This is an optimization exercise on Yosys and OpenROAD, whose aim is small area, a short achievable clock period and few clock cycles per item, not a production implementation. RTL that was checked went through simulation tests only; none was proved equivalent to the original. No activity file was given, so power comes from the tool's default toggle rates.

## old
==> flow/design.v <==
`timescale 1ns/10ps
`default_nettype none
module xbus_filter (
    input  logic        clk,
    input  logic        arst_n,
    input  logic [65:0] in_pkt,
    input  logic [7:0]  pad_value,
    output logic        vec_wr_en,
    output logic [15:0] vec_din,
    input  logic        vec_full,
    output logic        cache_full
);
    logic [1:0]  tag;
    logic        is_head;
    logic        is_body;
    logic [15:0] hx;
    logic [15:0] hy;
    assign tag = in_pkt[65:64];
    assign is_head = tag == 2'd1;
    assign is_body = tag == 2'd2;
    assign hx = in_pkt[15:0];
    assign hy = in_pkt[31:16];
    logic       x_lo;
    logic       x_hi;
    logic       y_lo;
    logic       y_hi;
    logic [7:0] ex;
    logic [7:0] ey;
    assign x_lo = hx[15:3] == '0;
    assign x_hi = hx == 16'hffff;
    assign y_lo = hy[15:3] == '0;
    assign y_hi = hy == 16'hffff;
    always_comb begin
        ex[0] = x_hi;
        ey[0] = y_hi;
        for (int i = 1; i < 8; i++) begin
            ex[i] = x_lo && hx[2:0] == 3'(i - 1);
            ey[i] = y_lo && hy[2:0] == 3'(i - 1);
        end
    end
    logic [5:0] h_colmask;
    logic [5:0] h_rowmask;
    always_comb begin
        for (int c = 0; c < 6; c++) begin
            h_colmask[c] = ex[c] | ex[c + 1] | ex[c + 2];
            h_rowmask[c] = ey[c] | ey[c + 1] | ey[c + 2];
        end
    end
    logic [2:0] h_cv;
    logic [2:0] h_rv;
    always_comb begin
        for (int k = 0; k < 3; k++) begin
            h_cv[k] = 1'b0;
            h_rv[k] = 1'b0;
            for (int i = 0; i < 8; i++) begin
                if (i - 1 + k >= 1 && i - 1 + k <= 6) begin
                    h_cv[k] = h_cv[k] | ex[i];
                    h_rv[k] = h_rv[k] | ey[i];
                end
            end
        end
    end
    logic [1:0] h_base;
    logic [3:0] h_base_oh;
    assign h_base = {hy[0], 1'b0} + hx[1:0] + 2'd1;
    assign h_base_oh = 4'b0001 << h_base;
    function automatic logic [3:0] need_of(input int b, input logic [5:0] rm,
                                           input logic [5:0] cm);
        logic [3:0] n;
        n = '0;
        if (b < 9) begin
            for (int l = 0; l < 4; l++) begin
                n[l] = rm[(4 * b + l) / 6] & cm[(4 * b + l) % 6];
            end
        end
        need_of = n;
    endfunction
    logic [3:0]      ib;            
    logic [5:0]      colmask;
    logic [5:0]      rowmask;
    logic [2:0][3:0] nd;
    logic [3:0]      nd_next;       
    logic [1:0][3:0] nd_head;
    always_comb begin
        nd_next = 4'b1111;
        for (int b = 0; b < 9; b++) begin
            if (ib == 4'(b)) begin
                nd_next = (b + 3 < 9) ? need_of(b + 3, rowmask, colmask)
                        : ((b + 3 == 9) ? 4'b0000 : 4'b1111);
            end
        end
        for (int j = 0; j < 2; j++) begin
            nd_head[j] = need_of(j, h_rowmask, h_colmask);
        end
    end
    always_ff @(posedge clk or negedge arst_n) begin
        if (!arst_n) begin
            ib <= 4'd9;
            nd <= {4'b1111, 4'b1111, 4'b0000};
        end else if (is_head) begin
            ib <= 4'd0;
            nd <= {need_of(2, h_rowmask, h_colmask), nd_head};
        end else if (is_body) begin
            ib <= ib + 4'd1;
            nd <= {nd_next, nd[2:1]};
        end
    end
    always_ff @(posedge clk) begin
        if (is_head) begin
            colmask <= h_colmask;
            rowmask <= h_rowmask;
        end
    end
    logic [3:0] wr;
    assign wr = is_body ? nd[0] : 4'd0;
    logic [3:0]       wp;
    logic [3:0]       rp;
    logic [3:0]       t1;
    logic [3:0]       t2;
    logic [3:0]       pop;
    logic [3:0][15:0] head;
    for (genvar l = 0; l < 4; l++) begin : g_lane
        logic [15:0] m0;
        logic [15:0] m1;
        always_ff @(posedge clk or negedge arst_n) begin
            if (!arst_n) begin
                wp[l] <= 1'b0;
                rp[l] <= 1'b0;
                t1[l] <= 1'b0;
                t2[l] <= 1'b0;
            end else begin
                if (wr[l]) wp[l] <= !wp[l];
                if (pop[l]) rp[l] <= !rp[l];
                if (wr[l] && !pop[l]) begin
                    t1[l] <= 1'b1;
                    t2[l] <= t1[l];
                end else if (!wr[l] && pop[l]) begin
                    t1[l] <= t2[l];
                    t2[l] <= 1'b0;
                end
            end
        end
        always_ff @(posedge clk) begin
            if (wr[l] && !wp[l]) m0 <= {in_pkt[8 * (4 + l) +: 8], in_pkt[8 * l +: 8]};
            if (wr[l] && wp[l]) m1 <= {in_pkt[8 * (4 + l) +: 8], in_pkt[8 * l +: 8]};
        end
        assign head[l] = rp[l] ? m1 : m0;
    end
    logic       act;
    logic [8:0] pos;
    logic [8:0] opad;
    logic [3:0] lane0;
    logic       pend;
    logic [2:0] prv;
    logic [2:0] pcv;
    logic [3:0] pbase;
    logic [2:0] vfh;
    function automatic logic [3:0] rotl1(input logic [3:0] v);
        rotl1 = {v[2:0], v[3]};
    endfunction
    logic       row_end0;
    logic       lv1;
    logic       lpad0;
    logic       lpad1;
    logic [3:0] lane1;
    assign row_end0 = pos[2] | pos[5];
    assign lv1 = !pos[8];
    assign lpad0 = opad[0];
    assign lpad1 = opad[1];
    assign lane1 = row_end0 ? lane0 : rotl1(lane0);
    logic       can_emit;
    logic       have0;
    logic       emit;
    logic       take;
    logic [8:0] new_pad;
    logic [3:0] new_base;
    assign can_emit = vfh != 3'b111;
    assign have0 = lpad0 || (lane0 & t1) != 4'd0;
    assign emit = act && have0 && can_emit;
    assign take = !act || (emit && pos[8]);
    assign pop = (emit && !lpad0) ? lane0 : 4'd0;
    always_comb begin
        for (int kh = 0; kh < 3; kh++) begin
            for (int kw = 0; kw < 3; kw++) begin
                new_pad[kh * 3 + kw] = !(prv[kh] && pcv[kw]);
            end
        end
        new_base = pbase;
    end
    always_ff @(posedge clk or negedge arst_n) begin
        if (!arst_n) begin
            act <= 1'b0;
            pend <= 1'b0;
            vfh <= '0;
            vec_wr_en <= 1'b0;
        end else begin
            vfh <= {vfh[1:0], vec_full};
            vec_wr_en <= emit;
            if (take) begin
                act <= pend;
            end
            if (is_head) begin
                pend <= 1'b1;
            end else if (take) begin
                pend <= 1'b0;
            end
        end
    end
    logic [15:0] sel_pix;
    always_comb begin
        sel_pix = '0;
        for (int l = 0; l < 4; l++) begin
            sel_pix = sel_pix | ({16{lane0[l]}} & head[l]);
        end
    end
    always_ff @(posedge clk) begin
        if (take) begin
            pos <= 9'd1;
            opad <= new_pad;
            lane0 <= new_base;
        end else if (emit) begin
            pos <= {pos[7:0], 1'b0};
            opad <= {1'b1, opad[8:1]};
            lane0 <= lane1;
        end
        if (is_head) begin
            prv <= h_rv;
            pcv <= h_cv;
            pbase <= h_base_oh;
        end
        vec_din <= lpad0 ? {pad_value, pad_value} : sel_pix;
    end
    logic       cf_prev;        
    logic       ce1;
    logic       c1;
    logic       p0;
    logic       p1;
    logic [3:0] u1;             
    logic [3:0] u2;             
    logic [3:0] f1;             
    logic [3:0] f2;             
    logic [3:0] na;
    logic [3:0] nb;
    logic [3:0] nc;
    logic [3:0] w1;             
    logic [3:0] w2;
    logic [3:0] w3;
    logic       h01;
    logic       h0and1;
    logic [3:0] hw1;
    logic [3:0] hw2;
    logic [3:0] ov;
    logic [3:0] hov;
    logic       cf_n;
    logic       pend_hit;
    always_comb begin
        ce1 = vfh[1:0] != 2'b11;
        c1 = lpad1 || (row_end0 ? ((lane0 & (lpad0 ? t1 : t2)) != 4'd0)
                                : ((rotl1(lane0) & t1) != 4'd0));
        p0 = emit && !lpad0;
        p1 = emit && lv1 && ce1 && c1 && !lpad1;
        u1 = (p0 ? lane0 : 4'd0) | (p1 ? lane1 : 4'd0);
        u2 = (p0 && p1 && row_end0) ? lane0 : 4'd0;
        f1 = ~t2 | u1;
        f2 = ~t1 | (~t2 & u1) | u2;
        na = nd[0];
        nb = (cf_prev && cache_full) ? 4'd0 : nd[1];
        nc = (cf_prev || cache_full) ? 4'd0 : nd[2];
        w1 = na | nb | nc;
        w2 = (na & nb) | (na & nc) | (nb & nc);
        w3 = na & nb & nc;
        ov = (w1 & ~f1) | (w2 & ~f2) | w3;
        h01 = h_rowmask[0] | h_rowmask[1];
        h0and1 = h_rowmask[0] & h_rowmask[1] & !cache_full;
        hw1 = {4{h01}};
        hw2 = {h0and1, h0and1, 2'b00};
        hov = (hw1 & ~f1) | (hw2 & ~f2);
        pend_hit = pend && (ib == 4'd9 || (ib == 4'd8 && !(cf_prev && cache_full))
                            || (ib == 4'd7 && !cf_prev && !cache_full));
        cf_n = (is_head ? hov != 4'd0 : ov != 4'd0) || pend_hit;
    end
    always_ff @(posedge clk or negedge arst_n) begin
        if (!arst_n) begin
            cache_full <= 1'b0;
            cf_prev <= 1'b0;
        end else begin
            cache_full <= cf_n;
            cf_prev <= cache_full;
        end
    end
endmodule
`default_nettype wire
clock: 4.5 ns
lec_check: 0
cap_margin: 20
core_margin: 2
core_utilization: 40
cts_buf_list: sky130_fd_sc_hd__clkbuf_4
setup_slack_margin: 2.5
slew_margin: 20
standard.sh (not shown) runs the stock make flow with config.mk's settings and CLKGATE_MAP_FILE= SYNTH_SCRIPT=/design/flow/synth_recipe.tcl, a recipe that flattens the netlist after the stock synthesis.
==> flow/flow/run.sh <==
#!/bin/bash
# Standard ORFS layout with two changes: the port buffers start as buf_1
# (the resizer still upsizes the ones on critical paths) and CTS inserts no
# dummy loads. Each tool's output goes to its own log in the work folder.
set -euo pipefail
bash standard.sh \
  'BUFFER_PORTS_ARGS=-buffer_cell sky130_fd_sc_hd__buf_1' \
  'CTS_ARGS=-sink_clustering_enable -repair_clock_nets -dont_use_dummy_load -buf_list sky130_fd_sc_hd__clkbuf_4' \
  MATCH_CELL_FOOTPRINT=0 \
  finish > make_finish.log 2>&1
Testbench counts of old, summed over its fixed seeds: cycles 4,179, windows 384.
Setup changes, old to new
-- flow/design.v --
<<< old, line 119
    logic [3:0]       t2;
    logic [3:0]       pop;
    logic [3:0][15:0] head;
    for (genvar l = 0; l < 4; l++) begin : g_lane
        logic [15:0] m0;
>>> new, line 119
    logic [3:0]       t2;
    logic [3:0]       pop;
    logic [3:0][15:0] ent0;
    logic [3:0][15:0] ent1;
    for (genvar l = 0; l < 4; l++) begin : g_lane
        logic [15:0] m0;
<<< old, line 145
            if (wr[l] && wp[l]) m1 <= {in_pkt[8 * (4 + l) +: 8], in_pkt[8 * l +: 8]};
        end
        assign head[l] = rp[l] ? m1 : m0;
    end
    logic       act;
>>> new, line 146
            if (wr[l] && wp[l]) m1 <= {in_pkt[8 * (4 + l) +: 8], in_pkt[8 * l +: 8]};
        end
        assign ent0[l] = m0;
        assign ent1[l] = m1;
    end
    logic       act;
<<< old, line 160
    endfunction
    logic       row_end0;
    logic       lv1;
    logic       lpad0;
    logic       lpad1;
    logic [3:0] lane1;
    assign row_end0 = pos[2] | pos[5];
    assign lv1 = !pos[8];
    assign lpad0 = opad[0];
    assign lpad1 = opad[1];
    assign lane1 = row_end0 ? lane0 : rotl1(lane0);
    logic       can_emit;
    logic       have0;
>>> new, line 162
    endfunction
    logic       row_end0;
    logic       row_end1;
    logic       lv1;
    logic       lv2;
    logic       lpad0;
    logic       lpad1;
    logic       lpad2;
    logic [3:0] lane1;
    logic [3:0] lane2;
    assign row_end0 = pos[2] | pos[5];
    assign row_end1 = pos[1] | pos[4];
    assign lv1 = !pos[8];
    assign lv2 = !pos[8] && !pos[7];
    assign lpad0 = opad[0];
    assign lpad1 = opad[1];
    assign lpad2 = opad[2];
    assign lane1 = row_end0 ? lane0 : rotl1(lane0);
    assign lane2 = (row_end0 || row_end1) ? rotl1(lane0) : {lane0[1:0], lane0[3:2]};
    logic       can_emit;
    logic       have0;
<<< old, line 207
        end
    end
    logic [15:0] sel_pix;
    always_comb begin
        sel_pix = '0;
        for (int l = 0; l < 4; l++) begin
            sel_pix = sel_pix | ({16{lane0[l]}} & head[l]);
        end
    end
>>> new, line 217
        end
    end
    logic [3:0]  sel0;
    logic [3:0]  sel1;
    logic [15:0] vec_next;
    assign sel0 = lpad0 ? 4'd0 : (lane0 & ~rp);
    assign sel1 = lpad0 ? 4'd0 : (lane0 & rp);
    always_comb begin
        vec_next = {16{lpad0}} & {pad_value, pad_value};
        for (int l = 0; l < 4; l++) begin
            vec_next = vec_next | ({16{sel0[l]}} & ent0[l]) | ({16{sel1[l]}} & ent1[l]);
        end
    end
<<< old, line 229
            pbase <= h_base_oh;
        end
        vec_din <= lpad0 ? {pad_value, pad_value} : sel_pix;
    end
    logic       cf_prev;        
    logic       ce1;
    logic       c1;
    logic       p0;
    logic       p1;
    logic [3:0] u1;             
    logic [3:0] u2;             
>>> new, line 243
            pbase <= h_base_oh;
        end
        vec_din <= vec_next;
    end
    logic       cf_prev;        
    logic       ce1;
    logic       ce2;
    logic       c1;
    logic       c2;
    logic       p0;
    logic       p1;
    logic       p2;
    logic [3:0] u1;             
    logic [3:0] u2;             
<<< old, line 256
    always_comb begin
        ce1 = vfh[1:0] != 2'b11;
        c1 = lpad1 || (row_end0 ? ((lane0 & (lpad0 ? t1 : t2)) != 4'd0)
                                : ((rotl1(lane0) & t1) != 4'd0));
        p0 = emit && !lpad0;
        p1 = emit && lv1 && ce1 && c1 && !lpad1;
        u1 = (p0 ? lane0 : 4'd0) | (p1 ? lane1 : 4'd0);
        u2 = (p0 && p1 && row_end0) ? lane0 : 4'd0;
        f1 = ~t2 | u1;
        f2 = ~t1 | (~t2 & u1) | u2;
>>> new, line 273
    always_comb begin
        ce1 = vfh[1:0] != 2'b11;
        ce2 = !vfh[0];
        c1 = lpad1 || (row_end0 ? ((lane0 & (lpad0 ? t1 : t2)) != 4'd0)
                                : ((rotl1(lane0) & t1) != 4'd0));
        c2 = lpad2 || (row_end1 ? ((lane1 & (lpad1 ? t1 : t2)) != 4'd0)
                                : ((lane2 & t1) != 4'd0));
        p0 = emit && !lpad0;
        p1 = emit && lv1 && ce1 && c1 && !lpad1;
        p2 = emit && lv1 && ce1 && c1 && lv2 && ce2 && c2 && !lpad2;
        u1 = (p0 ? lane0 : 4'd0) | (p1 ? lane1 : 4'd0) | (p2 ? lane2 : 4'd0);
        u2 = ((p0 && p1 && row_end0) ? lane0 : 4'd0) | ((p1 && p2 && row_end1) ? lane1 : 4'd0);
        f1 = ~t2 | u1;
        f2 = ~t1 | (~t2 & u1) | u2;
--- outcome ---
Sort old and new by detailed placer's ending HPWL desc -> top: new. Hold slack for new: 0.0042 ns down relative to old. Floorplan check, new vs old: die outline larger in new. [new vs old] part of the total power dissipated in the clock network: lower in new. Compared with old, new shows a higher total number of tap cells.
No functional check of the RTL was part of new.

v9:
Another version of the RTL of xbus_filter (not shown whole).
For scale: roughly 800 cells after synthesis, about 230 flip-flops, about 95 I/O pins, ~9900 um2 of cells after synthesis.
// xbus_filter
module xbus_filter (
    input  logic        clk,
    input  logic        arst_n,
    input  logic [65:0] in_pkt,
    input  logic [7:0]  pad_value,
    output logic        vec_wr_en,
    output logic [15:0] vec_din,
    input  logic        vec_full,
    output logic        cache_full
);
clock: 4.5 ns
lec_check: 0
cap_margin: 20
core_margin: 2
core_utilization: 40
setup_slack_margin: 2.5
slew_margin: 20
==> flow/flow/run.sh <==
#!/bin/bash
# Standard ORFS layout with two changes: the port buffers start as buf_1
# (the resizer still upsizes the ones on critical paths) and CTS uses its own
# clustering and inserts no dummy loads. Each tool's output goes to its own
# log in the work folder.
set -euo pipefail
bash standard.sh \
  'BUFFER_PORTS_ARGS=-buffer_cell sky130_fd_sc_hd__buf_1' \
  'CTS_ARGS=-sink_clustering_enable -repair_clock_nets -dont_use_dummy_load -buf_list {sky130_fd_sc_hd__clkbuf_4 sky130_fd_sc_hd__clkbuf_8} -sink_clustering_size 12 -sink_clustering_max_diameter 50' \
  MATCH_CELL_FOOTPRINT=0 \
  finish > make_finish.log 2>&1
The inputs of v7 differ from those of v9 as listed below.
--- a/flow/design.v
+++ b/flow/design.v
@@ -166,61 +166,53 @@
     assign lpad0 = opad[0];
     assign lpad1 = opad[1];
     assign lane1 = row_end0 ? lane0 : rotl1(lane0);
     logic       emit;
     logic       emit_n;
     logic       take;
     logic [8:0] new_pad;
     logic [3:0] new_base;
     logic       act_n;
     logic       pad0_n;
     logic [3:0] lane0_n;
-    logic [1:0][3:0] wc;
-    logic [1:0][3:0] t1c;
-    logic [1:0][3:0] t2c;
-    logic [1:0]      emc;
-    logic [1:0][3:0] s1c;
+    logic [3:0] t1_n;
+    logic [3:0] t2_n;
     logic [2:0] vfh_n;
     logic       pad1_n;
     logic       row_end0_n;
     logic [3:0] lane1_n;
     logic [3:0] s1_n;
     logic [3:0] s1;             
     assign take = !act || (emit && okh[2] && okw[2]);
     assign pop = (emit && !lpad0) ? lane0 : 4'd0;
     always_comb begin
         act_n = take ? pend : act;
         pad0_n = take ? new_pad[0] : (emit ? opad[1] : opad[0]);
         lane0_n = take ? new_base : (emit ? lane1 : lane0);
+        for (int l = 0; l < 4; l++) begin
+            t1_n[l] = (wr[l] && !pop[l]) || (t1[l] && !(pop[l] && !wr[l])) || (t2[l] && pop[l]);
+            t2_n[l] = (wr[l] && !pop[l]) ? t1[l] : (t2[l] && !pop[l]);
+        end
         vfh_n = {vfh[1:0], vec_full};
+        if (take) begin
+            emit_n = pend && (new_pad[0] || (new_base & t1_n) != 4'd0);
+        end else if (emit) begin
+            emit_n = act && (opad[1] || (lane1 & t1_n) != 4'd0);
+        end else begin
+            emit_n = act && (opad[0] || (lane0 & t1_n) != 4'd0);
+        end
+        emit_n = emit_n && vfh_n != 3'b111;
         pad1_n = take ? new_pad[1] : (emit ? opad[2] : opad[1]);
         row_end0_n = take ? 1'b0 : (emit ? okw[1] : okw[2]);
         lane1_n = row_end0_n ? lane0_n : rotl1(lane0_n);
-        for (int c = 0; c < 2; c++) begin
-            for (int l = 0; l < 4; l++) begin
-                wc[c][l] = (c == 1) && nd[0][l];
-                t1c[c][l] = (wc[c][l] && !pop[l]) || (t1[l] && !(pop[l] && !wc[c][l]))
-                         || (t2[l] && pop[l]);
-                t2c[c][l] = (wc[c][l] && !pop[l]) ? t1[l] : (t2[l] && !pop[l]);
-            end
-            if (take) begin
-                emc[c] = pend && (new_pad[0] || (new_base & t1c[c]) != 4'd0);
-            end else if (emit) begin
-                emc[c] = act && (opad[1] || (lane1 & t1c[c]) != 4'd0);
-            end else begin
-                emc[c] = act && (opad[0] || (lane0 & t1c[c]) != 4'd0);
-            end
-            s1c[c] = lane1_n & (row_end0_n && !pad0_n ? t2c[c] : t1c[c]);
-        end
-        emit_n = (is_body ? emc[1] : emc[0]) && vfh_n != 3'b111;
-        s1_n = is_body ? s1c[1] : s1c[0];
+        s1_n = lane1_n & (row_end0_n && !pad0_n ? t2_n : t1_n);
     end
     always_comb begin
         for (int kh = 0; kh < 3; kh++) begin
             for (int kw = 0; kw < 3; kw++) begin
                 new_pad[kh * 3 + kw] = !(prv[kh] && pcv[kw]);
             end
         end
         new_base = 4'b0001 << pbase;
     end
     always_ff @(posedge clk or negedge arst_n) begin
         if (!arst_n) begin
@@ -281,23 +273,22 @@
     logic [3:0] q0;             
     logic [3:0] q1;             
     logic [3:0] nu1;            
     logic [3:0] nu2;            
     logic [3:0] nf1;            
     logic [3:0] nf2;            
     logic [3:0] na;
     logic [3:0] nb;
     logic [3:0] nc;
     logic [3:0] w1;             
     logic [3:0] w2;
-    logic [3:0] w3;
     logic       h01;
     logic       h0and1;
     logic [3:0] hw1;
     logic [3:0] hw2;
     logic [3:0] ov;
     logic [3:0] hov;
     logic       cf_n;
     logic       pend_hit;
     always_comb begin
         ce1 = vfh[1:0] != 2'b11;
         go1 = emit && lv1 && ce1 && !lpad1;
@@ -306,24 +297,23 @@
             q1[l] = go1 && s1[l];
         end
         nu1 = ~(q0 | q1);
         nu2 = ~(q0 & q1);
         nf1 = t2 & nu1;
         nf2 = t1 & (t2 | nu1) & nu2;
         na = nd[0];
         nb = (cf_prev && cache_full) ? 4'd0 : nd[1];
         nc = (cf_prev || cache_full) ? 4'd0 : nd[2];
         w1 = na | nb | nc;
         w2 = (na & nb) | (na & nc) | (nb & nc);
-        w3 = na & nb & nc;
-        ov = (w1 & nf1) | (w2 & nf2) | w3;
+        ov = (w1 & nf1) | (w2 & nf2);
         h01 = hy[15] || hy[2:0] <= 3'd2;
         h0and1 = hy[2:1] == 2'd0 && !cache_full;
         hw1 = {4{h01}};
         hw2 = {h0and1, h0and1, 2'b00};
         hov = (hw1 & nf1) | (hw2 & nf2);
         pend_hit = pend && (ib[9] || (ib[8] && !(cf_prev && cache_full))
                             || (ib[7] && !cf_prev && !cache_full));
         cf_n = (is_head ? hov != 4'd0 : ov != 4'd0) || pend_hit;
     end
     always_ff @(posedge clk or negedge arst_n) begin
         if (!arst_n) begin
==> comparison <==
When v7 is measured against v9, its global-route usage turns out 0.22 points lower.
Going from v9 to v7, worst setup slack has decreased; remaining global-route overflow ~0 delta; met2 routed wirelength went down; maximum operating frequency shows a reduction of about 8%.
Looking at cell at the slowest stage of the critical path, the o41ai_1 result is from v7; the mux4_2 one comes from v9.
In the tables for v9 and v7, overall die area reads lower with v7.
Function was not checked in any run of this note: the RTL went through the layout flow alone.

afterwards: timing with drivers on the ports:
In the flow no input, the clock included, has a driving cell. The finished layouts below were timed again as built, in two steps.
Step 1: set_driving_cell puts a clkbuf_16 on clk and a buf_2 on each other input, an assumption about the parent block.
Step 2, shift: input delay + t, output delay - t, t = (earliest + latest rising clock arrival at the registers) / 2. This alone moves slack from input paths to output paths.
Three values: no drivers, after step 1, after step 2; two values: the first two.
run	shift t [ns]	setup slack, ns	worst slew at a driven data input, ns	pins driven straight from the clock port
old	0.680	2.350 / 2.350 / 1.872	0.06	1
new	0.688	1.784 / 1.784 / 1.784	0.06	1
v9	0.582	2.352 / 2.352 / 1.976	0.07	1
v7	0.583	2.160 / 2.172 / 1.595	0.06	1
After both steps every run listed still meets setup and hold. The setup slack of v7, which loses most, moves by +0.012 ns with the drivers and by -0.565 ns with both steps.
